This is an optimization exercise on Yosys and OpenROAD, whose aim is a short achievable clock period and few clock cycles, not a production implementation.
Only simulation tests tie the RTL to the original design; equivalence was not proved.
Power is estimated from default activity; no workload was simulated.

File: flow/run.sh
#!/bin/bash
# synth_recipe.tcl (not shown) runs the flow's synth.tcl, then flattens the netlist and writes it again
# the make line also repeats each setting of config.mk as NAME=value (left out here)
make -C /OpenROAD-flow-scripts/flow DESIGN_CONFIG=/design/flow/config.mk WORK_HOME=/design/flow/orfs CLKGATE_MAP_FILE= SYNTH_SCRIPT=/design/flow/synth_recipe.tcl finish
File: flow/config.mk
export PLATFORM = sky130hd
export DESIGN_NAME = rv_core
export DESIGN_NICKNAME = rv_core
export VERILOG_FILES = /design/flow/design.v
export SDC_FILE = /design/flow/constraint.sdc
export NUM_CORES = 4
export LEC_CHECK = 0
export CAP_MARGIN = 20
export CORE_MARGIN = 2
export CORE_UTILIZATION = 40
export SLEW_MARGIN = 20
File: flow/constraint.sdc
create_clock -name core_clock -period 10.0 [get_ports {clk}]
set_input_delay 2.0000 -clock core_clock [delete_from_list [all_inputs] [get_ports {clk}]]
set_output_delay 2.0000 -clock core_clock [all_outputs]
set_load 0.01 [all_outputs]
File: flow/design.v
`timescale 1ns/1ps
`default_nettype none
module fetch_stage (
    input  logic             clk,
    input  logic             reset,
    input  logic             stall,
    input  logic             redirect,
    input  logic [32-1:0] redirect_pc,
    output logic             imem_req,
    output logic [32-1:0] imem_addr,
    output logic [32-1:0] fetch_pc,
    output logic             fetch_valid
);
    logic [32-1:0] pc;
    logic [32-1:0] prev_pc;
    logic [32-1:0] next_pc;
    logic             in_flight;
    always_comb begin
        if (redirect) begin
            next_pc = redirect_pc;
        end else if (stall) begin
            next_pc = pc;
        end else begin
            next_pc = pc + 32'd4;
        end
    end
    always_ff @(posedge clk) begin
        if (reset) begin
            pc <= 32'h0000_0000;
        end else begin
            pc <= next_pc;
        end
    end
    always_ff @(posedge clk) begin
        if (!stall) begin
            prev_pc <= pc;
        end
    end
    always_ff @(posedge clk) begin
        if (reset) begin
            in_flight <= 1'b0;
        end else begin
            in_flight <= imem_req;
        end
    end
    assign imem_req    = !reset && !redirect;
    assign imem_addr   = stall ? prev_pc : pc;
    assign fetch_pc    = prev_pc;
    assign fetch_valid = in_flight;
endmodule
`default_nettype wire
`timescale 1ns/1ps
`default_nettype none
module decode_stage (
    input  logic                   clk,
    input  logic                   reset,
    input  logic [32-1:0]       imem_data,
    input  logic [32-1:0]       fetch_pc,
    input  logic                   fetch_valid,
    input  logic                   redirect,
    input  logic                   wb_en,
    input  logic [5-1:0] wb_rd,
    input  logic [32-1:0]       wb_data,
    output logic                   stall,
    output logic                   de_valid,
    output logic [32-1:0]       de_pc,
    output logic [32-1:0]       de_inst,
    output logic [32-1:0]       de_imm,
    output logic [32-1:0]       de_rs1_data,
    output logic [32-1:0]       de_rs2_data,
    output logic                   de_reg_write,
    output logic                   de_is_load
);
    logic             ifid_valid;
    logic [32-1:0] ifid_pc;
    logic [32-1:0] ifid_inst;
    always_ff @(posedge clk) begin
        if (reset || redirect) begin
            ifid_valid <= 1'b0;
        end else if (!stall) begin
            ifid_valid <= fetch_valid;
        end
    end
    always_ff @(posedge clk) begin
        if (!stall) begin
            ifid_pc   <= fetch_pc;
            ifid_inst <= fetch_valid ? imem_data : 32'h0000_0013;
        end
    end
    logic [32-1:0]       regs [32];
    logic [5-1:0] rs1;
    logic [5-1:0] rs2;
    logic [32-1:0]       rs1_data;
    logic [32-1:0]       rs2_data;
    logic                   rf_we;
    assign rs1   = ifid_inst[19:15];
    assign rs2   = ifid_inst[24:20];
    assign rf_we = wb_en && (wb_rd != '0);
    always_ff @(posedge clk) begin
        if (rf_we) begin
            regs[wb_rd] <= wb_data;
        end
    end
    assign rs1_data = (rs1 == '0) ? '0 : (rf_we && wb_rd == rs1) ? wb_data : regs[rs1];
    assign rs2_data = (rs2 == '0) ? '0 : (rf_we && wb_rd == rs2) ? wb_data : regs[rs2];
    logic [6:0]             opcode;
    logic [32-1:0]       imm;
    logic                   writes_rd;
    logic                   uses_rs1;
    logic                   uses_rs2;
    logic [5-1:0] load_rd;
    assign opcode = ifid_inst[6:0];
    always_comb begin
        writes_rd = 1'b0;
        imm       = '0;
        case (opcode)
            7'b0110011: writes_rd = 1'b1;
            7'b0010011, 7'b0000011: begin
                writes_rd = 1'b1;
                imm = {{20{ifid_inst[31]}}, ifid_inst[31:20]};
            end
            7'b0100011: imm = {{20{ifid_inst[31]}}, ifid_inst[31:25],
                              ifid_inst[11:7]};
            7'b1100011: imm = {{19{ifid_inst[31]}}, ifid_inst[31],
                               ifid_inst[7], ifid_inst[30:25],
                               ifid_inst[11:8], 1'b0};
            7'b1101111: begin
                writes_rd = 1'b1;
                imm = {{11{ifid_inst[31]}}, ifid_inst[31],
                       ifid_inst[19:15], ifid_inst[14:12], ifid_inst[20],
                       ifid_inst[30:25], ifid_inst[24:21], 1'b0};
            end
            default: writes_rd = 1'b0;
        endcase
    end
    assign uses_rs1 = (opcode != 7'b1101111);
    assign uses_rs2 = (opcode == 7'b0110011) || (opcode == 7'b0100011) || (opcode == 7'b1100011);
    assign load_rd = de_inst[11:7];
    assign stall   = de_valid && de_is_load && (load_rd != '0) && ifid_valid &&
                     ((uses_rs1 && load_rd == rs1) || (uses_rs2 && load_rd == rs2));
    always_ff @(posedge clk) begin
        if (reset || redirect || stall) begin
            de_valid     <= 1'b0;
            de_reg_write <= 1'b0;
            de_is_load   <= 1'b0;
        end else begin
            de_valid     <= ifid_valid;
            de_reg_write <= ifid_valid && writes_rd;
            de_is_load   <= ifid_valid && (opcode == 7'b0000011);
        end
    end
    always_ff @(posedge clk) begin
        de_pc       <= ifid_pc;
        de_inst     <= ifid_inst;
        de_imm      <= imm;
        de_rs1_data <= rs1_data;
        de_rs2_data <= rs2_data;
    end
endmodule
`default_nettype wire
`timescale 1ns/1ps
`default_nettype none
module execute_stage (
    input  logic                   clk,
    input  logic                   reset,
    input  logic                   de_valid,
    input  logic [32-1:0]       de_pc,
    input  logic [32-1:0]       de_inst,
    input  logic [32-1:0]       de_imm,
    input  logic [32-1:0]       de_rs1_data,
    input  logic [32-1:0]       de_rs2_data,
    input  logic                   de_reg_write,
    input  logic                   de_is_load,
    input  logic                   wb_en,
    input  logic [5-1:0] wb_rd,
    input  logic [32-1:0]       wb_data,
    output logic                   redirect,
    output logic [32-1:0]       redirect_pc,
    output logic                   em_valid,
    output logic [5-1:0] em_rd,
    output logic                   em_reg_write,
    output logic                   em_is_load,
    output logic                   em_is_store,
    output logic [32-1:0]       em_result,
    output logic [32-1:0]       em_store_data
);
    logic [6:0]             opcode;
    logic [2:0]             funct3;
    logic                   alt;
    logic [5-1:0] rs1;
    logic [5-1:0] rs2;
    assign opcode = de_inst[6:0];
    assign funct3 = de_inst[14:12];
    assign alt    = de_inst[25+5];
    assign rs1    = de_inst[19:15];
    assign rs2    = de_inst[24:20];
    logic             ex_fwd;
    logic             wb_fwd;
    logic [32-1:0] op_a;
    logic [32-1:0] op_b;
    assign ex_fwd = em_valid && em_reg_write && !em_is_load && (em_rd != '0);
    assign wb_fwd = wb_en && (wb_rd != '0);
    assign op_a = (ex_fwd && em_rd == rs1) ? em_result :
                  (wb_fwd && wb_rd == rs1) ? wb_data : de_rs1_data;
    assign op_b = (ex_fwd && em_rd == rs2) ? em_result :
                  (wb_fwd && wb_rd == rs2) ? wb_data : de_rs2_data;
    logic [32-1:0] alu_b;
    logic [4:0]       shamt;
    logic [32-1:0] alu_y;
    assign alu_b = (opcode == 7'b0110011) ? op_b : de_imm;
    assign shamt = alu_b[4:0];
    always_comb begin
        alu_y = op_a + alu_b;
        if (opcode == 7'b0110011 || opcode == 7'b0010011) begin
            case (funct3)
                3'b000: alu_y = (opcode == 7'b0110011 && alt) ? op_a - alu_b : op_a + alu_b;
                3'b001:     alu_y = op_a << shamt;
                3'b010:     alu_y = 32'($signed(op_a) < $signed(alu_b));
                3'b011:    alu_y = 32'(op_a < alu_b);
                3'b100:     alu_y = op_a ^ alu_b;
                3'b101:      alu_y = alt ? $unsigned($signed(op_a) >>> shamt) : op_a >> shamt;
                3'b110:      alu_y = op_a | alu_b;
                default:     alu_y = op_a & alu_b;
            endcase
        end
    end
    logic cond;
    logic is_jal;
    always_comb begin
        case (funct3)
            3'b000:  cond = (op_a == op_b);
            3'b001:  cond = (op_a != op_b);
            3'b100:  cond = ($signed(op_a) < $signed(op_b));
            3'b101:  cond = ($signed(op_a) >= $signed(op_b));
            3'b110: cond = (op_a < op_b);
            3'b111: cond = (op_a >= op_b);
            default:  cond = 1'b0;
        endcase
    end
    assign is_jal = (opcode == 7'b1101111);
    assign redirect    = de_valid && (is_jal || (opcode == 7'b1100011 && cond));
    assign redirect_pc = de_pc + de_imm;
    always_ff @(posedge clk) begin
        if (reset) begin
            em_valid     <= 1'b0;
            em_reg_write <= 1'b0;
            em_is_load   <= 1'b0;
            em_is_store  <= 1'b0;
        end else begin
            em_valid     <= de_valid;
            em_reg_write <= de_reg_write;
            em_is_load   <= de_is_load;
            em_is_store  <= de_valid && (opcode == 7'b0100011);
        end
    end
    always_ff @(posedge clk) begin
        em_rd         <= de_inst[11:7];
        em_result     <= is_jal ? de_pc + 32'd4 : alu_y;
        em_store_data <= op_b;
    end
endmodule
`default_nettype wire
`timescale 1ns/1ps
`default_nettype none
module memory_stage (
    input  logic                   clk,
    input  logic                   reset,
    input  logic                   em_valid,
    input  logic [5-1:0] em_rd,
    input  logic                   em_reg_write,
    input  logic                   em_is_load,
    input  logic                   em_is_store,
    input  logic [32-1:0]       em_result,
    input  logic [32-1:0]       em_store_data,
    output logic                   dmem_read,
    output logic                   dmem_write,
    output logic [32-1:0]       dmem_addr,
    output logic [32-1:0]       dmem_wdata,
    input  logic [32-1:0]       dmem_rdata,
    output logic                   wb_en,
    output logic [5-1:0] wb_rd,
    output logic [32-1:0]       wb_data
);
    assign dmem_read  = em_valid && em_is_load;
    assign dmem_write = em_valid && em_is_store;
    assign dmem_addr  = em_result;
    assign dmem_wdata = em_store_data;
    logic                   mw_reg_write;
    logic                   mw_is_load;
    logic [5-1:0] mw_rd;
    logic [32-1:0]       mw_result;
    always_ff @(posedge clk) begin
        if (reset) begin
            mw_reg_write <= 1'b0;
            mw_is_load   <= 1'b0;
        end else begin
            mw_reg_write <= em_valid && em_reg_write;
            mw_is_load   <= dmem_read;
        end
    end
    always_ff @(posedge clk) begin
        mw_rd     <= em_rd;
        mw_result <= em_result;
    end
    assign wb_en   = mw_reg_write;
    assign wb_rd   = mw_rd;
    assign wb_data = mw_is_load ? dmem_rdata : mw_result;
endmodule
`default_nettype wire
`timescale 1ns/1ps
`default_nettype none
module rv_core (
    input  logic             clk,
    input  logic             reset,
    output logic             imem_req,
    output logic [32-1:0] imem_addr,
    input  logic [32-1:0] imem_data,
    output logic             dmem_read,
    output logic             dmem_write,
    output logic [32-1:0] dmem_addr,
    output logic [32-1:0] dmem_wdata,
    input  logic [32-1:0] dmem_rdata
);
    logic                   stall;
    logic                   redirect;
    logic [32-1:0]       redirect_pc;
    logic [32-1:0]       fetch_pc;
    logic                   fetch_valid;
    logic                   wb_en;
    logic [5-1:0] wb_rd;
    logic [32-1:0]       wb_data;
    logic                   de_valid;
    logic [32-1:0]       de_pc;
    logic [32-1:0]       de_inst;
    logic [32-1:0]       de_imm;
    logic [32-1:0]       de_rs1_data;
    logic [32-1:0]       de_rs2_data;
    logic                   de_reg_write;
    logic                   de_is_load;
    logic                   em_valid;
    logic [5-1:0] em_rd;
    logic                   em_reg_write;
    logic                   em_is_load;
    logic                   em_is_store;
    logic [32-1:0]       em_result;
    logic [32-1:0]       em_store_data;
    fetch_stage u_fetch (
        .clk         (clk),
        .reset       (reset),
        .stall       (stall),
        .redirect    (redirect),
        .redirect_pc (redirect_pc),
        .imem_req    (imem_req),
        .imem_addr   (imem_addr),
        .fetch_pc    (fetch_pc),
        .fetch_valid (fetch_valid)
    );
    decode_stage u_decode (
        .clk         (clk),
        .reset       (reset),
        .imem_data   (imem_data),
        .fetch_pc    (fetch_pc),
        .fetch_valid (fetch_valid),
        .redirect    (redirect),
        .wb_en       (wb_en),
        .wb_rd       (wb_rd),
        .wb_data     (wb_data),
        .stall       (stall),
        .de_valid    (de_valid),
        .de_pc       (de_pc),
        .de_inst     (de_inst),
        .de_imm      (de_imm),
        .de_rs1_data (de_rs1_data),
        .de_rs2_data (de_rs2_data),
        .de_reg_write(de_reg_write),
        .de_is_load  (de_is_load)
    );
    execute_stage u_execute (
        .clk         (clk),
        .reset       (reset),
        .de_valid    (de_valid),
        .de_pc       (de_pc),
        .de_inst     (de_inst),
        .de_imm      (de_imm),
        .de_rs1_data (de_rs1_data),
        .de_rs2_data (de_rs2_data),
        .de_reg_write(de_reg_write),
        .de_is_load  (de_is_load),
        .wb_en       (wb_en),
        .wb_rd       (wb_rd),
        .wb_data     (wb_data),
        .redirect    (redirect),
        .redirect_pc (redirect_pc),
        .em_valid     (em_valid),
        .em_rd        (em_rd),
        .em_reg_write (em_reg_write),
        .em_is_load   (em_is_load),
        .em_is_store  (em_is_store),
        .em_result    (em_result),
        .em_store_data(em_store_data)
    );
    memory_stage u_memory (
        .clk         (clk),
        .reset       (reset),
        .em_valid     (em_valid),
        .em_rd        (em_rd),
        .em_reg_write (em_reg_write),
        .em_is_load   (em_is_load),
        .em_is_store  (em_is_store),
        .em_result    (em_result),
        .em_store_data(em_store_data),
        .dmem_read   (dmem_read),
        .dmem_write  (dmem_write),
        .dmem_addr   (dmem_addr),
        .dmem_wdata  (dmem_wdata),
        .dmem_rdata  (dmem_rdata),
        .wb_en       (wb_en),
        .wb_rd       (wb_rd),
        .wb_data     (wb_data)
    );
endmodule
`default_nettype wire
==> flow_summary.yaml <==
critical_path:
  reg2reg_depth: 24
  critical_path_class: "register to output port"
  r2r-start: "u_memory.mw_rd[2]"
  cp.required_ns: 8.00
  critPathArrivalTime_ns: 7.34
  r2r_end: "u_execute.em_result[30]"
  crit_path_max_fanout: 20
  cp-start-kind: "register"
  end_kind: "output port"
  rrSetupSlack_ns: 2.74
drt:
  vias_per_cell: 6.383
  drt_iter0_drc: 6676
  ant_nets: 0
  drt_pass1_iterations: 6
  wire_per_inst_um: 33.10
  wirelength_um: 280000
  vias: 54000
  drc: 0
global_routing:
  grt.overflow.total: 0
  antenna_found_initial: 12
  grt_pass1_vias: 52280
  grt_use_total_pct: 29.37
  grt_max_degree: 119
  grt_pass1_wl_um: 393000
timing:
  relSlewSlack_pct: 17.48
  finalSetupTns_ns: 0
  timing.final.crit_share_pct: 93.43
  finalSetupViolations: 0
  hold_viol: 0
  fin_ws_ns: 0.6575
  worst_pin_slew_ns: 1.225
  drv_slew: 0
  fin_worst_skew_ns: 0.03069
  fmax_mhz: 107.0
  rsz0062_at_grt: "false"
  holdWs_ns: 0.3352
  period_minus_slack_ns: 9.343
pwr:
  ir_drop_uv: 119.8
  leakagePower_nw: 28.10
  finalPower_mw: 15.63
  pwr_density_cell_nw_per_um2: 187.0
placed_design:
  detailedPlace.worstSlack_ns: 0.8549
  gp_congestion: 1.037
  post-dp-hpwl_um: 182100
  io_buffers: 164
  dpl-instance-area_um2: 78700
hold_path:
  hold_depth: 0
  min_to: "u_decode.de_pc[18]"
  hp-start: "u_decode.ifid_pc[18]"
  hold_class: "register to register"
cells_and_area:
  syn_to_final_growth_pct: 13.65
  fillers: 16360
  drive_above_1_share_pct: 18.14
  finalInstanceArea_um2: 83600
  finalNetCount: 6093
yosys:
  synthFlopType: "edfxtp_1"
  yosys_warnings: 4
  ys_seq_area_share_pct: 53.23
  syn_inst: 5726
  syn_area_um2: 73560
  ys_ff_latch: 1412
  yosys.cell_count.top_type: "edfxtp_1"
  synthAdderAreaFrac_pct: 2.837
  synth_top_family_by_area: "multiplexers"
  async_reset_ff_share_pct: 0
  synth_simple_gate_area_share_pct: 7.091
  yosysUniqueCellTypes: 90
  synth_compound_area_share_pct: 12.88
  synthMuxAreaShare_pct: 18.97
  synth_commonest_cells: "edfxtp_1 (1088), nor2_1 (441), mux4_2 (392)"
  synth_xor_area_share_pct: 1.977
  synth_area_leaders: "edfxtp_1 (44%), mux4_2 (12%), dfxtp_1 (8.8%)"
  synth.avg_cell_area_um2: 12.85
  synth_top_area_cell: "edfxtp_1"
  synth_edf_count: 1088
  synthDominantCellAreaShare_pct: 44.42
cts:
  clk_latency_ns: 0.82
  htreeDepth: 4
  cts_hold_buf: 0
  clk_pin_slew_ns: 0.06
  clock_sinks: 1412
  cts_tree: "done"
  cts.repair.resized: 0
  post_cts_buffers: 0
  clk_path_buf_depth: 3
  root_buffer: "clkbuf_16"
  numCtsBuffers: 153
floorplan:
  core_um2: 182900
  initial_utilization_pct: 40.22
  die_area_um2: 187300
  rows: 157
  ioPinCount: 165
  die_w_um: 432.8
  die_h_um: 432.8
flow_run:
  max_cap_violations: 0
outcome:
  status: "no timing/DRC/antenna violations"
[power breakdown]
part | total, mW | leakage [nW] | internal, mW | switching (mW)
sequential | 7.04 | 12.8 | 6.82 | 0.222
clock | 5.59 | 2.37 | 3.14 | 2.45
combinational | 3.01 | 13.0 | 1.00 | 2.00
[layout make-up]
class,count,area [um2],area share [%]
multi-input combinational,3783,32650,39.05
timing repair buffer,368,3273,3.915
antenna,9,22.52,0.02694
sequential,1412,39160,46.84
clock inverter,70,646.9,0.7738
inverter,144,540.5,0.6466
tap,2464,3083,3.688
clock buffer,210,4228,5.057
[state kept, by name (all words and copies together), names as in the netlist, 5 cells and up]
| register | cells |
|---|---|
| u_decode.regs | 1024 |
| u_decode.de_pc | 32 |
| u_decode.de_rs1_data | 32 |
| u_decode.de_rs2_data | 32 |
| u_decode.ifid_inst | 32 |
| u_decode.ifid_pc | 32 |
| u_execute.em_result | 32 |
| u_execute.em_store_data | 32 |
| u_fetch.pc | 32 |
| u_fetch.prev_pc | 32 |
| u_memory.mw_result | 32 |
| u_decode.de_inst | 26 |
| u_decode.de_imm | 21 |
| u_execute.em_rd | 5 |
| u_memory.mw_rd | 5 |
[cells by family after synthesis]
kind of cell | after synthesis
AO/OA/AOI/OAI | 1419
AND/OR/NAND/NOR | 1116
flip-flops | 1412
other | 1
buffers and inverters | 562
multiplexers | 885
XOR/XNOR | 166
adder cells (fa/ha/maj) | 165
[placed cells by master, fill, tap and decap left out, types with 162 or more instances in the layout]
cell / synthesis / final
edfxtp_1: 1088 / 1088
nor2_1: 441 / 406
mux4_2: 392 / 392
a21oi_1: 381 / 380
mux2i_1: 342 / 341
dfxtp_1: 324 / 322
o21ai_0: 269 / 269
buf_4: 5 / 196
nor3_1: 185 / 183
nand2_1: 182 / 182
clkdlybuf4s50_1: 0 / 164
ha_1: 162 / 162
[worst max-delay path by stage]
stage	startpoint	to	slack (ns)
floorplan	dmem_rdata[9]	imem_req	2.20
global placement	dmem_rdata[0]	imem_req	0.91
detailed placement	dmem_rdata[17]	imem_req	0.85
CTS	u_memory.mw_rd[2]	imem_req	0.65
global route	u_memory.mw_rd[2]	imem_req	0.11
finish	u_memory.mw_rd[2]	imem_req	0.66
[critical path, cell delays in order, from the launching register on]
cell and delay (ns):
dfxtp_1 0.60, or3_1 0.58, o311a_1 0.54, buf_4 0.38, a21oi_1 0.11, o31ai_1 0.89, ha_1 0.38, nand4_1 0.11
nor2_1 0.08, a21oi_1 0.12, nand2_1 0.08, o311a_1 0.45, a211oi_1 0.68, nand4_1 0.16, a31oi_1 0.35, o21ai_4 0.08
nor2_1 0.30, clkdlybuf4s50_1 0.61
[metal layers]
metal,routed length (um),up-vias,GRT usage (%),share of wire (%)
met2,128900,3046,46.15,46
met3,25380,569,5.102,9.1
met1,109800,27630,39.14,39
met4,15900,4,14.91,5.7
li1,-,22750,-,-
met5,27,-,0,0.0096
[per-stage QoR]
stage	instances	utilization, %
floorplan	5757	-
global placement	8171	43.03
detailed placement	8171	43.03
CTS	8451	45.70
global route	8457	45.71
finish	8460	45.71
Testbench counts, summed over its fixed seeds: cycles 304,692.

-- separate check: timing with driven ports --
The results above use ideal ports. As a check the final layout listed here was re-extracted and re-timed, cells and wires unchanged.
Step 1: set_driving_cell puts a clkbuf_16 on clk and a buf_2 on each other input, an assumption about the parent block.
Step 2, shift: input delay + t, output delay - t, t = (earliest + latest rising clock arrival at the registers) / 2. This alone moves slack from input paths to output paths.
Three values: ideal, step 1, step 2; two values: the first two.
t, ns: 0.909
setup slack, ns: 0.657 / 0.561 / 0.859
worst setup path at the end: input to output
pins driven straight from the clock port: 1
After both steps this run still meets setup and hold. The setup slack of this run moves by -0.096 ns with the drivers and by +0.202 ns with both steps.
